This is an optimization exercise on Yosys and OpenROAD, whose aim is small area and a short achievable clock period, not a production implementation. RTL that was checked went through simulation tests only; none was proved equivalent to the original. Power and IR drop assume default switching activity.

Q:
Design mc_fifo, start of the top module:
module mc_fifo
#(
    parameter int WIDTH     = mc_fifo_pkg::DEF_WIDTH,
    parameter int DEPTH     = mc_fifo_pkg::DEF_DEPTH,
    parameter int CHANNELS  = mc_fifo_pkg::DEF_CHANNELS,
    parameter int AF_MARGIN = mc_fifo_pkg::DEF_AF_MARGIN,
    parameter int AE_MARGIN = mc_fifo_pkg::DEF_AE_MARGIN
) (
    input  logic                          clk,
    input  logic                          reset,
    input  logic                          write_en,
    input  logic [mc_fifo_pkg::width_of(CHANNELS)-1:0] wr_ch,
    input  logic [WIDTH-1:0]              data_in,
    input  logic                          read_en,
    input  logic [mc_fifo_pkg::width_of(CHANNELS)-1:0] rd_ch,
    input  logic                          clear_err,
    output logic [WIDTH-1:0]              data_out,
    output logic                          data_valid,
    output logic [CHANNELS-1:0]           full,
    output logic [CHANNELS-1:0]           empty,
    output logic [CHANNELS-1:0]           almost_full,
    output logic [CHANNELS-1:0]           almost_empty,
    output logic [mc_fifo_pkg::width_of(DEPTH):0]      rd_count,
    output logic [CHANNELS-1:0]           overflow,
    output logic [CHANNELS-1:0]           underflow
);
Settings: LEC_CHECK=0, CAP_MARGIN=20, CORE_MARGIN=2, CORE_UTILIZATION=50, CTS_CLUSTER_DIAMETER=70, CTS_CLUSTER_SIZE=30, SETUP_SLACK_MARGIN=1.65, SLEW_MARGIN=20, SYNTH_HIERARCHICAL=1, SYNTH_MINIMUM_KEEP_SIZE=0; clock period 4.0 ns.
run.sh (not shown) runs the stock make flow with config.mk's settings and CLKGATE_MAP_FILE= SYNTH_SCRIPT=/design/flow/synth_recipe.tcl, a recipe that flattens the netlist after the stock synthesis.
#### Input delta (T over Q)
diff --git a/flow/design.v b/flow/design.v
--- a/flow/design.v
+++ b/flow/design.v
@@ -20,38 +20,40 @@
     input  logic [mc_fifo_pkg::width_of(DEPTH):0]   count_q,
     input  logic                                    empty_q,
     input  logic                                    af_q,
     input  logic                                    ae_q,
     input  logic                                    overflow_q,
     input  logic                                    underflow_q,
     output logic                                    wr_acc,
     output logic                                    rd_acc,
     output logic [mc_fifo_pkg::width_of(DEPTH):0]   count_d,
     output logic [mc_fifo_pkg::width_of(DEPTH):0]   count_d_rd,
+    output logic [mc_fifo_pkg::width_of(DEPTH)-1:0] count_d_pos,
     output logic                                    empty_d,
     output logic                                    af_d,
     output logic                                    ae_d,
     output logic                                    overflow_d,
     output logic                                    underflow_d
 );
     localparam int AW    = mc_fifo_pkg::width_of(DEPTH);
     localparam int CNT_W = AW + 1;
     if (AF_MARGIN + 1 > DEPTH - 1) begin : g_bad_af
         $error("mc_fifo_ctrl: AF_MARGIN must leave room for the look-ahead compare");
     end
     logic full, inc, dec;
     assign full = count_q[AW];
     assign wr_acc = wr_req && !full;
     assign rd_acc = rd_req && !empty_q;
     assign inc = wr_acc && !rd_acc;
     assign dec = rd_acc && !wr_acc;
-    assign count_d_rd = count_d;
+    assign count_d_rd  = count_d;
+    assign count_d_pos = count_d[AW-1:0];
     always_comb begin
         count_d = count_q;
         empty_d = empty_q;
         af_d    = af_q;
         ae_d    = ae_q;
         if (inc) begin
             count_d = count_q + 1'b1;
             empty_d = 1'b0;
             af_d    = (count_q >= CNT_W'(DEPTH - AF_MARGIN - 1));
             ae_d    = (count_q <= CNT_W'(AE_MARGIN - 1));
@@ -212,77 +214,84 @@
     logic [AW:0]         count_rd_a [CHANNELS];
     logic [WIDTH-1:0]    head_a  [CHANNELS];
     logic [(1<<CW)-1:0]  rd_oh;
     mc_fifo_dec #(.AW(CW)) u_rd_dec (
         .idx (rd_ch),
         .sel (rd_oh)
     );
     for (genvar g = 0; g < CHANNELS; g++) begin : g_ch
         assign wr_req[g] = write_en && (wr_ch == CW'(g));
         assign rd_req[g] = read_en && rd_oh[g];
-        logic [AW-1:0] count_lo_q;
+        logic [AW-1:0] count_lo_q, count_pos_q;
         logic          full_q, empty_q, af_q, ae_q, overflow_q, underflow_q;
+        logic          not_empty_q, not_ae_q;
         logic [AW:0]   count_rd_q;
         logic [AW:0]   count_d, count_d_rd;
+        logic [AW-1:0] count_d_pos;
         logic          empty_d, af_d, ae_d, overflow_d, underflow_d;
         mc_fifo_ctrl #(
             .DEPTH     (DEPTH),
             .AF_MARGIN (AF_MARGIN),
             .AE_MARGIN (AE_MARGIN)
         ) u_ctrl (
             .wr_req      (wr_req[g]),
             .rd_req      (rd_req[g]),
             .clear_err   (clear_err),
             .count_q     ({full_q, count_lo_q}),
             .empty_q     (empty_q),
             .af_q        (af_q),
             .ae_q        (ae_q),
             .overflow_q  (overflow_q),
             .underflow_q (underflow_q),
             .wr_acc      (wr_acc[g]),
             .rd_acc      (rd_acc[g]),
             .count_d     (count_d),
             .count_d_rd  (count_d_rd),
+            .count_d_pos (count_d_pos),
             .empty_d     (empty_d),
             .af_d        (af_d),
             .ae_d        (ae_d),
             .overflow_d  (overflow_d),
             .underflow_d (underflow_d)
         );
         always_ff @(posedge clk or posedge reset) begin
             if (reset) begin
                 count_lo_q  <= '0;
                 full_q      <= 1'b0;
                 count_rd_q  <= '0;
-                empty_q     <= 1'b1;
+                count_pos_q <= '0;
+                not_empty_q <= 1'b0;
                 af_q        <= 1'b0;
-                ae_q        <= 1'b1;
+                not_ae_q    <= 1'b0;
                 overflow_q  <= 1'b0;
                 underflow_q <= 1'b0;
             end else begin
                 count_lo_q  <= count_d[AW-1:0];
                 full_q      <= count_d[AW];
                 count_rd_q  <= count_d_rd;
-                empty_q     <= empty_d;
+                count_pos_q <= count_d_pos;
+                not_empty_q <= !empty_d;
                 af_q        <= af_d;
-                ae_q        <= ae_d;
+                not_ae_q    <= !ae_d;
                 overflow_q  <= overflow_d;
                 underflow_q <= underflow_d;
             end
         end
+        assign empty_q         = !not_empty_q;
+        assign ae_q            = !not_ae_q;
         assign full[g]         = full_q;
         assign empty[g]        = empty_q;
         assign almost_full[g]  = af_q;
         assign almost_empty[g] = ae_q;
         assign overflow[g]     = overflow_q;
         assign underflow[g]    = underflow_q;
-        assign count_lo_a[g]   = count_lo_q;
+        assign count_lo_a[g]   = count_pos_q;
         assign count_rd_a[g]   = count_rd_q;
         logic [WIDTH-1:0] sr_q [DEPTH];
         logic [WIDTH-1:0] rot  [DEPTH];
         always_ff @(posedge clk) begin
             if (wr_acc[g]) begin
                 sr_q[0] <= data_in;
                 for (int i = 1; i < DEPTH; i++) begin
                     sr_q[i] <= sr_q[i-1];
                 end
             end
Notes after the runs:
T — met1 layer wirelength in the final routing about 4% higher, Q as reference
The classification of the worst setup path comes out flop to flop in one run and flop to primary output in the other, namely in Q and T respectively.
On post-synthesis compound-gate area fraction: between Q and T, it ends up lower for T.
For the layout-stage area growth over the synthesis result, T came in 1.4 points lower than Q did.
T ends up with a clock skew that is 14 ps higher than in Q.
Routed wire in T totals more than in Q.
Summary — clock power, T relative to Q: lower, by about 1%.
The RTL of T was laid out without a check of its function.

== old ==
The RTL this note starts from:
==> flow/design.v <==
package mc_fifo_pkg;
    localparam int DEF_WIDTH     = 8;
    localparam int DEF_DEPTH     = 32;
    localparam int DEF_CHANNELS  = 4;
    localparam int DEF_AF_MARGIN = 2;
    localparam int DEF_AE_MARGIN = 2;
    function automatic int width_of(input int n);
        width_of = (n <= 1) ? 1 : $clog2(n);
    endfunction
endpackage
module mc_fifo_ctrl
#(
    parameter int DEPTH     = mc_fifo_pkg::DEF_DEPTH,
    parameter int AF_MARGIN = mc_fifo_pkg::DEF_AF_MARGIN,
    parameter int AE_MARGIN = mc_fifo_pkg::DEF_AE_MARGIN
) (
    input  logic                       clk,
    input  logic                       reset,
    input  logic                       wr_req,
    input  logic                       rd_req,
    input  logic                       clear_err,
    output logic                       wr_acc,
    output logic                       rd_acc,
    output logic [mc_fifo_pkg::width_of(DEPTH):0]   count,
    output logic                       full,
    output logic                       empty,
    output logic                       almost_full,
    output logic                       almost_empty,
    output logic                       overflow,
    output logic                       underflow
);
    localparam int AW    = mc_fifo_pkg::width_of(DEPTH);
    localparam int CNT_W = AW + 1;
    if (AF_MARGIN + 1 > DEPTH - 1) begin : g_bad_af
        $error("mc_fifo_ctrl: AF_MARGIN must leave room for the look-ahead compare");
    end
    logic [CNT_W-1:0] count_q, count_d;
    logic             full_q, empty_q, af_q, ae_q;
    logic             full_d, empty_d, af_d, ae_d;
    logic             inc, dec;
    assign full         = full_q;
    assign empty        = empty_q;
    assign almost_full  = af_q;
    assign almost_empty = ae_q;
    assign wr_acc = wr_req && !full_q;
    assign rd_acc = rd_req && !empty_q;
    assign count = count_q;
    assign inc = wr_acc && !rd_acc;
    assign dec = rd_acc && !wr_acc;
    always_comb begin
        count_d = count_q;
        full_d  = full_q;
        empty_d = empty_q;
        af_d    = af_q;
        ae_d    = ae_q;
        if (inc) begin
            count_d = count_q + 1'b1;
            full_d  = (count_q == CNT_W'(DEPTH - 1));
            empty_d = 1'b0;
            af_d    = (count_q >= CNT_W'(DEPTH - AF_MARGIN - 1));
            ae_d    = (count_q <= CNT_W'(AE_MARGIN - 1));
        end else if (dec) begin
            count_d = count_q - 1'b1;
            full_d  = 1'b0;
            empty_d = (count_q == CNT_W'(1));
            af_d    = (count_q >= CNT_W'(DEPTH - AF_MARGIN + 1));
            ae_d    = (count_q <= CNT_W'(AE_MARGIN + 1));
        end
    end
    always_ff @(posedge clk or posedge reset) begin
        if (reset) begin
            count_q <= '0;
            full_q  <= 1'b0;
            empty_q <= 1'b1;
            af_q    <= 1'b0;
            ae_q    <= 1'b1;
        end else begin
            count_q <= count_d;
            full_q  <= full_d;
            empty_q <= empty_d;
            af_q    <= af_d;
            ae_q    <= ae_d;
        end
    end
    logic overflow_q, overflow_d;
    logic underflow_q, underflow_d;
    always_comb begin
        overflow_d  = clear_err ? 1'b0 : overflow_q;
        underflow_d = clear_err ? 1'b0 : underflow_q;
        if (wr_req && full_q) begin
            overflow_d = 1'b1;
        end
        if (rd_req && empty_q) begin
            underflow_d = 1'b1;
        end
    end
    always_ff @(posedge clk or posedge reset) begin
        if (reset) begin
            overflow_q  <= 1'b0;
            underflow_q <= 1'b0;
        end else begin
            overflow_q  <= overflow_d;
            underflow_q <= underflow_d;
        end
    end
    assign overflow  = overflow_q;
    assign underflow = underflow_q;
endmodule
module mc_fifo
#(
    parameter int WIDTH     = mc_fifo_pkg::DEF_WIDTH,
    parameter int DEPTH     = mc_fifo_pkg::DEF_DEPTH,
    parameter int CHANNELS  = mc_fifo_pkg::DEF_CHANNELS,
    parameter int AF_MARGIN = mc_fifo_pkg::DEF_AF_MARGIN,
    parameter int AE_MARGIN = mc_fifo_pkg::DEF_AE_MARGIN
) (
    input  logic                          clk,
    input  logic                          reset,
    input  logic                          write_en,
    input  logic [mc_fifo_pkg::width_of(CHANNELS)-1:0] wr_ch,
    input  logic [WIDTH-1:0]              data_in,
    input  logic                          read_en,
    input  logic [mc_fifo_pkg::width_of(CHANNELS)-1:0] rd_ch,
    input  logic                          clear_err,
    output logic [WIDTH-1:0]              data_out,
    output logic                          data_valid,
    output logic [CHANNELS-1:0]           full,
    output logic [CHANNELS-1:0]           empty,
    output logic [CHANNELS-1:0]           almost_full,
    output logic [CHANNELS-1:0]           almost_empty,
    output logic [mc_fifo_pkg::width_of(DEPTH):0]      rd_count,
    output logic [CHANNELS-1:0]           overflow,
    output logic [CHANNELS-1:0]           underflow
);
    localparam int CW = mc_fifo_pkg::width_of(CHANNELS);
    localparam int AW = mc_fifo_pkg::width_of(DEPTH);
    if ((DEPTH < 4) || ((DEPTH & (DEPTH - 1)) != 0)) begin : g_bad_depth
        $error("mc_fifo: DEPTH must be a power of two and at least 4");
    end
    if (CHANNELS < 1) begin : g_bad_channels
        $error("mc_fifo: CHANNELS must be at least 1");
    end
    if ((AF_MARGIN < 1) || (AF_MARGIN > DEPTH - 1)) begin : g_bad_af
        $error("mc_fifo: AF_MARGIN must be in 1..DEPTH-1");
    end
    if ((AE_MARGIN < 1) || (AE_MARGIN > DEPTH - 1)) begin : g_bad_ae
        $error("mc_fifo: AE_MARGIN must be in 1..DEPTH-1");
    end
    logic [CHANNELS-1:0] wr_req, rd_req, wr_acc, rd_acc;
    logic [AW:0]         count_a [CHANNELS];
    logic [WIDTH-1:0]    head_a  [CHANNELS];
    for (genvar g = 0; g < CHANNELS; g++) begin : g_ch
        assign wr_req[g] = write_en && (wr_ch == CW'(g));
        assign rd_req[g] = read_en && (rd_ch == CW'(g));
        mc_fifo_ctrl #(
            .DEPTH     (DEPTH),
            .AF_MARGIN (AF_MARGIN),
            .AE_MARGIN (AE_MARGIN)
        ) u_ctrl (
            .clk          (clk),
            .reset        (reset),
            .wr_req       (wr_req[g]),
            .rd_req       (rd_req[g]),
            .clear_err    (clear_err),
            .wr_acc       (wr_acc[g]),
            .rd_acc       (rd_acc[g]),
            .count        (count_a[g]),
            .full         (full[g]),
            .empty        (empty[g]),
            .almost_full  (almost_full[g]),
            .almost_empty (almost_empty[g]),
            .overflow     (overflow[g]),
            .underflow    (underflow[g])
        );
        logic [WIDTH-1:0] sr_q [DEPTH];
        logic [WIDTH-1:0] rot  [DEPTH];
        always_ff @(posedge clk) begin
            if (wr_acc[g]) begin
                sr_q[0] <= data_in;
                for (int i = 1; i < DEPTH; i++) begin
                    sr_q[i] <= sr_q[i-1];
                end
            end
        end
        for (genvar s = 0; s < DEPTH; s++) begin : g_rot
            assign rot[s] = sr_q[(s + DEPTH - 1) % DEPTH];
        end
        logic [DEPTH-1:0]       rsel;
        logic [DEPTH*WIDTH-1:0] rot_flat;
        for (genvar s = 0; s < DEPTH; s++) begin : g_flat
            assign rot_flat[s*WIDTH +: WIDTH] = rot[s];
        end
        mc_fifo_dec #(.AW(AW)) u_dec (
            .idx (count_a[g][AW-1:0]),
            .sel (rsel)
        );
        mc_fifo_aomux #(.N(DEPTH), .W(WIDTH)) u_mux (
            .sel (rsel),
            .d   (rot_flat),
            .q   (head_a[g])
        );
    end
    logic [AW:0]        rd_count_sel;
    logic [WIDTH-1:0]   head_sel;
    logic               rd_any;
    logic [WIDTH-1:0]   data_out_q;
    logic               data_valid_q;
    always_comb begin
        rd_count_sel = '0;
        head_sel     = '0;
        for (int i = 0; i < CHANNELS; i++) begin
            if (rd_ch == CW'(i)) begin
                rd_count_sel = count_a[i];
                head_sel     = head_a[i];
            end
        end
    end
    assign rd_count = rd_count_sel;
    assign rd_any   = |rd_acc;
    always_ff @(posedge clk or posedge reset) begin
        if (reset) begin
            data_out_q   <= '0;
            data_valid_q <= 1'b0;
        end else begin
            data_valid_q <= rd_any;
            if (rd_any) begin
                data_out_q <= head_sel;
            end
        end
    end
    assign data_out   = data_out_q;
    assign data_valid = data_valid_q;
endmodule
module mc_fifo_dec #(
    parameter int AW = 5
) (
    input  logic [AW-1:0]      idx,
    output logic [(1<<AW)-1:0] sel
);
    for (genvar s = 0; s < (1 << AW); s++) begin : g_sel
        assign sel[s] = (idx == AW'(s));
    end
endmodule
module mc_fifo_aomux #(
    parameter int N = 32,
    parameter int W = 8
) (
    input  logic [N-1:0]   sel,
    input  logic [N*W-1:0] d,
    output logic [W-1:0]   q
);
    always_comb begin
        q = '0;
        for (int s = 0; s < N; s++) begin
            q = q | ({W{sel[s]}} & d[s*W +: W]);
        end
    end
endmodule
Settings: LEC_CHECK=0, CAP_MARGIN=20, CORE_MARGIN=2, CORE_UTILIZATION=50, SETUP_SLACK_MARGIN=1.8, SLEW_MARGIN=20, SYNTH_HIERARCHICAL=1, SYNTH_MINIMUM_KEEP_SIZE=0; clock period 4.0 ns.
--- input diff old..new ---
==> flow/design.v, changed modules only <==
module mc_fifo
#(
    parameter int WIDTH     = mc_fifo_pkg::DEF_WIDTH,
    parameter int DEPTH     = mc_fifo_pkg::DEF_DEPTH,
    parameter int CHANNELS  = mc_fifo_pkg::DEF_CHANNELS,
    parameter int AF_MARGIN = mc_fifo_pkg::DEF_AF_MARGIN,
    parameter int AE_MARGIN = mc_fifo_pkg::DEF_AE_MARGIN
) (
    input  logic                          clk,
    input  logic                          reset,
    input  logic                          write_en,
    input  logic [mc_fifo_pkg::width_of(CHANNELS)-1:0] wr_ch,
    input  logic [WIDTH-1:0]              data_in,
    input  logic                          read_en,
    input  logic [mc_fifo_pkg::width_of(CHANNELS)-1:0] rd_ch,
    input  logic                          clear_err,
    output logic [WIDTH-1:0]              data_out,
    output logic                          data_valid,
    output logic [CHANNELS-1:0]           full,
    output logic [CHANNELS-1:0]           empty,
    output logic [CHANNELS-1:0]           almost_full,
    output logic [CHANNELS-1:0]           almost_empty,
    output logic [mc_fifo_pkg::width_of(DEPTH):0]      rd_count,
    output logic [CHANNELS-1:0]           overflow,
    output logic [CHANNELS-1:0]           underflow
);
    localparam int CW = mc_fifo_pkg::width_of(CHANNELS);
    localparam int AW = mc_fifo_pkg::width_of(DEPTH);
    if ((DEPTH < 4) || ((DEPTH & (DEPTH - 1)) != 0)) begin : g_bad_depth
        $error("mc_fifo: DEPTH must be a power of two and at least 4");
    end
    if (CHANNELS < 1) begin : g_bad_channels
        $error("mc_fifo: CHANNELS must be at least 1");
    end
    if ((AF_MARGIN < 1) || (AF_MARGIN > DEPTH - 1)) begin : g_bad_af
        $error("mc_fifo: AF_MARGIN must be in 1..DEPTH-1");
    end
    if ((AE_MARGIN < 1) || (AE_MARGIN > DEPTH - 1)) begin : g_bad_ae
        $error("mc_fifo: AE_MARGIN must be in 1..DEPTH-1");
    end
    logic [CHANNELS-1:0] wr_req, rd_req, wr_acc, rd_acc;
    logic [AW:0]         count_a [CHANNELS];
    logic [WIDTH-1:0]    head_a  [CHANNELS];
    logic [(1<<CW)-1:0]  rd_oh;
    mc_fifo_dec #(.AW(CW)) u_rd_dec (
        .idx (rd_ch),
        .sel (rd_oh)
    );
    for (genvar g = 0; g < CHANNELS; g++) begin : g_ch
        assign wr_req[g] = write_en && (wr_ch == CW'(g));
        assign rd_req[g] = read_en && rd_oh[g];
        mc_fifo_ctrl #(
            .DEPTH     (DEPTH),
            .AF_MARGIN (AF_MARGIN),
            .AE_MARGIN (AE_MARGIN)
        ) u_ctrl (
            .clk          (clk),
            .reset        (reset),
            .wr_req       (wr_req[g]),
            .rd_req       (rd_req[g]),
            .clear_err    (clear_err),
            .wr_acc       (wr_acc[g]),
            .rd_acc       (rd_acc[g]),
            .count        (count_a[g]),
            .full         (full[g]),
            .empty        (empty[g]),
            .almost_full  (almost_full[g]),
            .almost_empty (almost_empty[g]),
            .overflow     (overflow[g]),
            .underflow    (underflow[g])
        );
        logic [WIDTH-1:0] sr_q [DEPTH];
        logic [WIDTH-1:0] rot  [DEPTH];
        always_ff @(posedge clk) begin
            if (wr_acc[g]) begin
                sr_q[0] <= data_in;
                for (int i = 1; i < DEPTH; i++) begin
                    sr_q[i] <= sr_q[i-1];
                end
            end
        end
        for (genvar s = 0; s < DEPTH; s++) begin : g_rot
            assign rot[s] = sr_q[(s + DEPTH - 1) % DEPTH];
        end
        logic [DEPTH-1:0]       rsel;
        logic [DEPTH*WIDTH-1:0] rot_flat;
        for (genvar s = 0; s < DEPTH; s++) begin : g_flat
            assign rot_flat[s*WIDTH +: WIDTH] = rot[s];
        end
        mc_fifo_dec #(.AW(AW)) u_dec (
            .idx (count_a[g][AW-1:0]),
            .sel (rsel)
        );
        mc_fifo_aomux #(.N(DEPTH), .W(WIDTH)) u_mux (
            .sel (rsel),
            .d   (rot_flat),
            .q   (head_a[g])
        );
    end
    logic [CHANNELS*(AW+1)-1:0]   count_flat;
    logic [(CHANNELS+1)*WIDTH-1:0] dsel_flat;
    logic [WIDTH-1:0]              data_out_q, data_out_d;
    logic                          data_valid_q;
    logic                          rd_any;
    for (genvar g = 0; g < CHANNELS; g++) begin : g_flat
        assign count_flat[g*(AW+1) +: AW+1] = count_a[g];
        assign dsel_flat[g*WIDTH +: WIDTH]  = head_a[g];
    end
    assign dsel_flat[CHANNELS*WIDTH +: WIDTH] = data_out_q;
    assign rd_any = |rd_acc;
    mc_fifo_aomux #(.N(CHANNELS), .W(AW+1)) u_cnt_mux (
        .sel (rd_oh[CHANNELS-1:0]),
        .d   (count_flat),
        .q   (rd_count)
    );
    mc_fifo_aomux #(.N(CHANNELS+1), .W(WIDTH)) u_dout_mux (
        .sel ({!rd_any, rd_acc}),
        .d   (dsel_flat),
        .q   (data_out_d)
    );
    always_ff @(posedge clk or posedge reset) begin
        if (reset) begin
            data_out_q   <= '0;
            data_valid_q <= 1'b0;
        end else begin
            data_valid_q <= rd_any;
            data_out_q   <= data_out_d;
        end
    end
    assign data_out   = data_out_q;
    assign data_valid = data_valid_q;
endmodule
Notes after the runs:
- old and new ended up with roughly the same met1 routing resource usage after global routing.
- Diff new..old | final-layout fill cell count | negligible
- Data arrival time of the worst path was lower in new than in old.
- The run showing the greater total global-route track usage is new.
- Between new and old, it is new whose clock-buffer cell count is higher, by 8.
- old -> new: area of the multi-input gates decreased slightly
- Across both runs, multiplexer share of the synthesized area was lower for new than for old.
- old has a lower actual transition at the worst max-transition pin than new.
- On endpoint required time on the critical path: new sits below old.
Function was not checked in any run of this note: the RTL went through the layout flow alone.

==> afterwards: timing with drivers on the ports <==
In the flow no input, the clock included, has a driving cell. The finished layouts below were timed again as built, in two steps. Step 1 assumes that a clkbuf_16 drives the clock port and a buf_2 every other input. Step 2, shift: input delay + t, output delay - t, t = (earliest + latest rising clock arrival at the registers) / 2. This alone moves slack from input paths to output paths. Slacks: no drivers / after step 1 / after step 2; pairs: no drivers / after step 1.
| run | shift t [ns] | setup WS [ns] | worst hold slack (ns) |
|---|---|---|---|
| Q | 0.713 | 1.647 / 1.624 / 0.977 | 0.438 / 0.438 / 0.438 |
| T | 0.711 | 1.642 / 1.574 / 1.034 | 0.442 / 0.442 / 0.442 |
| old | 0.725 | 1.116 / 1.053 / 1.110 | 0.441 / 0.441 / 0.441 |
| new | 0.725 | 1.362 / 1.293 / 1.020 | 0.440 / 0.440 / 0.440 |
After both steps setup and hold are still met in every run listed. For Q, which loses most, drivers alone change the setup slack by -0.023 ns; drivers and shift together by -0.670 ns.
